This is an optimization exercise on Yosys and OpenROAD, whose aim is small area, a short achievable clock period and few clock cycles per item, not a production implementation. The RTL was checked by simulation tests, not by an equivalence proof against the original design. No activity file was given, so power comes from the tool's default toggle rates.

## mpeg_scrambler_top
module mpeg_scrambler_top (
	input  logic            clk,
	input  logic            rst_n,
	input  mpeg_pkg::byte_t mpeg_in,
	input  logic            mpeg_in_en,
	input  logic            stream_end,
	input  mpeg_pkg::key_t  key_in,
	input  logic            key_en,
	output mpeg_pkg::byte_t mpeg_out,
	output logic            mpeg_out_en,
	output logic            mpeg_prog_full
);
Size in the first run: about 120 cells after synthesis, ~29 flip-flops, ~39 I/O pins, roughly 1200 um2 of cells after synthesis.
clock: 5.0 ns
lec_check: 0
cap_margin: 20
core_area: 2.5 2.5 58.5 58.5
die_area: 0 0 61 61
setup_slack_margin: 3.1
slew_margin: 20
standard.sh (not shown) runs the stock make flow with config.mk's settings and CLKGATE_MAP_FILE= SYNTH_SCRIPT=/design/flow/synth_recipe.tcl, a recipe that flattens the netlist after the stock synthesis.
==> flow/flow/run.sh <==
#!/bin/bash
# Standard ORFS layout with plain buf_1 cells as the port buffers (buffer_ports otherwise picks a
# delay buffer), a clock tree of clkbuf_4 cells without dummy loads, and the slow wide OR cells
# added to the platform's don't-use list (flow/dont_use.txt holds the platform's list and these),
# so that synthesis builds wide ORs from NOR and NAND gates. Make's full output goes to
# flow_make.log here.
set -euo pipefail
bash standard.sh "BUFFER_PORTS_ARGS=-buffer_cell sky130_fd_sc_hd__buf_1" \
	"CTS_ARGS=-sink_clustering_enable -repair_clock_nets -dont_use_dummy_load -buf_list sky130_fd_sc_hd__clkbuf_4" \
	"DONT_USE_CELLS=$(cat flow/dont_use.txt)" \
	finish > flow_make.log 2>&1
==> flow/flow/dont_use.txt <==
sky130_fd_sc_hd__probe_p_8 sky130_fd_sc_hd__probec_p_8 sky130_fd_sc_hd__lpflow_bleeder_1 sky130_fd_sc_hd__lpflow_clkbufkapwr_1 sky130_fd_sc_hd__lpflow_clkbufkapwr_16 sky130_fd_sc_hd__lpflow_clkbufkapwr_2 sky130_fd_sc_hd__lpflow_clkbufkapwr_4 sky130_fd_sc_hd__lpflow_clkbufkapwr_8 sky130_fd_sc_hd__lpflow_clkinvkapwr_1 sky130_fd_sc_hd__lpflow_clkinvkapwr_16 sky130_fd_sc_hd__lpflow_clkinvkapwr_2 sky130_fd_sc_hd__lpflow_clkinvkapwr_4 sky130_fd_sc_hd__lpflow_clkinvkapwr_8 sky130_fd_sc_hd__lpflow_decapkapwr_12 sky130_fd_sc_hd__lpflow_decapkapwr_3 sky130_fd_sc_hd__lpflow_decapkapwr_4 sky130_fd_sc_hd__lpflow_decapkapwr_6 sky130_fd_sc_hd__lpflow_decapkapwr_8 sky130_fd_sc_hd__lpflow_inputiso0n_1 sky130_fd_sc_hd__lpflow_inputiso0p_1 sky130_fd_sc_hd__lpflow_inputiso1n_1 sky130_fd_sc_hd__lpflow_inputiso1p_1 sky130_fd_sc_hd__lpflow_inputisolatch_1 sky130_fd_sc_hd__lpflow_isobufsrc_1 sky130_fd_sc_hd__lpflow_isobufsrc_16 sky130_fd_sc_hd__lpflow_isobufsrc_2 sky130_fd_sc_hd__lpflow_isobufsrc_4 sky130_fd_sc_hd__lpflow_isobufsrc_8 sky130_fd_sc_hd__lpflow_isobufsrckapwr_16 sky130_fd_sc_hd__lpflow_lsbuf_lh_hl_isowell_tap_1 sky130_fd_sc_hd__lpflow_lsbuf_lh_hl_isowell_tap_2 sky130_fd_sc_hd__lpflow_lsbuf_lh_hl_isowell_tap_4 sky130_fd_sc_hd__lpflow_lsbuf_lh_isowell_4 sky130_fd_sc_hd__lpflow_lsbuf_lh_isowell_tap_1 sky130_fd_sc_hd__lpflow_lsbuf_lh_isowell_tap_2 sky130_fd_sc_hd__lpflow_lsbuf_lh_isowell_tap_4 sky130_fd_sc_hd__or4_1 sky130_fd_sc_hd__or4_2 sky130_fd_sc_hd__or4_4 sky130_fd_sc_hd__or4b_1 sky130_fd_sc_hd__or4b_2 sky130_fd_sc_hd__or4b_4 sky130_fd_sc_hd__or4bb_1 sky130_fd_sc_hd__or4bb_2 sky130_fd_sc_hd__or4bb_4 sky130_fd_sc_hd__or3_1 sky130_fd_sc_hd__or3_2 sky130_fd_sc_hd__or3_4 sky130_fd_sc_hd__or3b_1 sky130_fd_sc_hd__or3b_2 sky130_fd_sc_hd__or3b_4
The baseline completed without violations.
Testbench counts at the start, summed over its fixed seeds: cycles 173,216, bytes 173,208.
Then changed:
==> flow/flow/run.sh (replaced) <==
#!/bin/bash
# Standard ORFS layout with plain buf_1 cells as the port buffers (buffer_ports otherwise picks a
# delay buffer) and a clock tree without dummy loads. Make's full output goes to flow_make.log here.
set -euo pipefail
bash standard.sh "BUFFER_PORTS_ARGS=-buffer_cell sky130_fd_sc_hd__buf_1" \
	"CTS_ARGS=-sink_clustering_enable -repair_clock_nets -dont_use_dummy_load -buf_list sky130_fd_sc_hd__clkbuf_4" \
	finish > flow_make.log 2>&1
Settings changed: SETUP_SLACK_MARGIN 3.1 to 3.15.
removed: flow/flow/dont_use.txt
Combinational power is higher by about 3%.
Utilization is higher by 0.37 points.
Total power is lower by 0.46%.
Critical path depth is lower by 4.
Clock skew is higher by 14 ps.
Worst setup slack stays flat.
Then changed:
==> flow/flow/run.sh (replaced) <==
#!/bin/bash
# Standard ORFS layout with plain buf_1 cells as the port buffers (buffer_ports otherwise picks a
# delay buffer) and a leaner clock tree. Make's full output goes to flow_make.log here.
set -euo pipefail
bash standard.sh "BUFFER_PORTS_ARGS=-buffer_cell sky130_fd_sc_hd__buf_1" \
	"CTS_ARGS=-sink_clustering_enable -repair_clock_nets -dont_use_dummy_load -buf_list {sky130_fd_sc_hd__clkbuf_8 sky130_fd_sc_hd__clkbuf_16}" finish > flow_make.log 2>&1
Settings changed: CTS_BUF_LIST from default to sky130_fd_sc_hd__clkbuf_8 sky130_fd_sc_hd__clkbuf_16, SETUP_SLACK_MARGIN 3.15 to 3.2.
Effect:
- The changed run ran to the end with no violations
- design area came out higher by 6.3%
- total power rose by about 13%
- clock power rose by 42%
- core utilization grows by 2.9 points
- routed wire length went up by 7.7%
- clock skew fell by 6.3 ps
Then changed:
==> flow/flow/run.sh (replaced) <==
#!/bin/bash
# Standard ORFS layout with plain buf_1 cells as the port buffers (buffer_ports otherwise picks a
# delay buffer) and a clock tree without dummy loads. Make's full output goes to flow_make.log here.
set -euo pipefail
bash standard.sh "BUFFER_PORTS_ARGS=-buffer_cell sky130_fd_sc_hd__buf_1" \
	"CTS_ARGS=-sink_clustering_enable -repair_clock_nets -dont_use_dummy_load -buf_list sky130_fd_sc_hd__clkbuf_4" \
	finish > flow_make.log 2>&1
Settings changed: CTS_BUF_LIST sky130_fd_sc_hd__clkbuf_8 sky130_fd_sc_hd__clkbuf_16 to default, SETUP_SLACK_MARGIN 3.2 to 3.05.
Result: Routed wire length drops by 8.3%. Final cell count does not change. Via count is lower by 3.2%. First-iteration DRC count climbs by 3.6%. Critical path depth is unchanged. Worst setup slack got worse by 71 ps.
Then changed:
==> flow/flow/run.sh (replaced) <==
#!/bin/bash
# Standard ORFS layout with plain buf_1 cells as the port buffers (buffer_ports otherwise picks a
# delay buffer) and a leaner clock tree. Make's full output goes to flow_make.log here.
set -euo pipefail
bash standard.sh "BUFFER_PORTS_ARGS=-buffer_cell sky130_fd_sc_hd__buf_1" \
	"CTS_ARGS=-sink_clustering_enable -repair_clock_nets -dont_use_dummy_load -buf_list sky130_fd_sc_hd__clkbuf_16 -root_buf sky130_fd_sc_hd__clkbuf_16 -sink_clustering_size 40 -sink_clustering_max_diameter 200" finish > flow_make.log 2>&1
Settings changed: CORE_AREA 2.5 2.5 58.5 58.5 to default, CORE_MARGIN from default to 2, CORE_UTILIZATION from default to 40, CTS_BUF_LIST from default to sky130_fd_sc_hd__clkbuf_8 sky130_fd_sc_hd__clkbuf_16, DIE_AREA 0 0 61 61 to default, SETUP_SLACK_MARGIN 3.05 to 3.2.
Clock-buffer cell count is unchanged; sequential cell count is unchanged; worst hold slack improves by 28 ps; clock power is higher by 120%; global-route usage came out higher by 2.8 points; wire length went up by 9.5%; worst setup slack improves by 66 ps; sequential share of layout area drops by 5.2 points; via count climbs by 0.92%.

## re-timing with driven ports
No port has a modelled driver above. Below, the same layouts with a new extraction and two added sets of constraints. Step 1 assumes that a clkbuf_16 drives the clock port and a buf_2 every other input. Step 2 also shifts input and output timing later by t, the mid clock arrival at the registers, as if the neighbouring blocks saw the same clock. Three values: ideal ports, drivers, drivers and shift; two values: the first two.
run	t (ns)	setup slack, ns	clock arrival spread, ns	worst register clock-pin slew, ns	pins driven straight from the clock port
the first run	0.338	3.209 / 3.196 / 2.874	0.006 / 0.005	0.08 / 0.08	1
the second run	0.336	3.210 / 3.189 / 2.906	0.020 / 0.020	0.08 / 0.08	1
the third run	0.289	3.244 / 3.238 / 2.948	0.014 / 0.013	0.06 / 0.06	1
the fourth run	0.336	3.173 / 3.168 / 2.832	0.011 / 0.012	0.08 / 0.08	1
the fifth run	0.296	3.239 / 3.238 / 2.941	0.008 / 0.007	0.05 / 0.05	1
After both steps setup and hold are still met in every run listed. For the fourth run, which loses most, drivers alone change the setup slack by -0.005 ns; drivers and shift together by -0.341 ns.
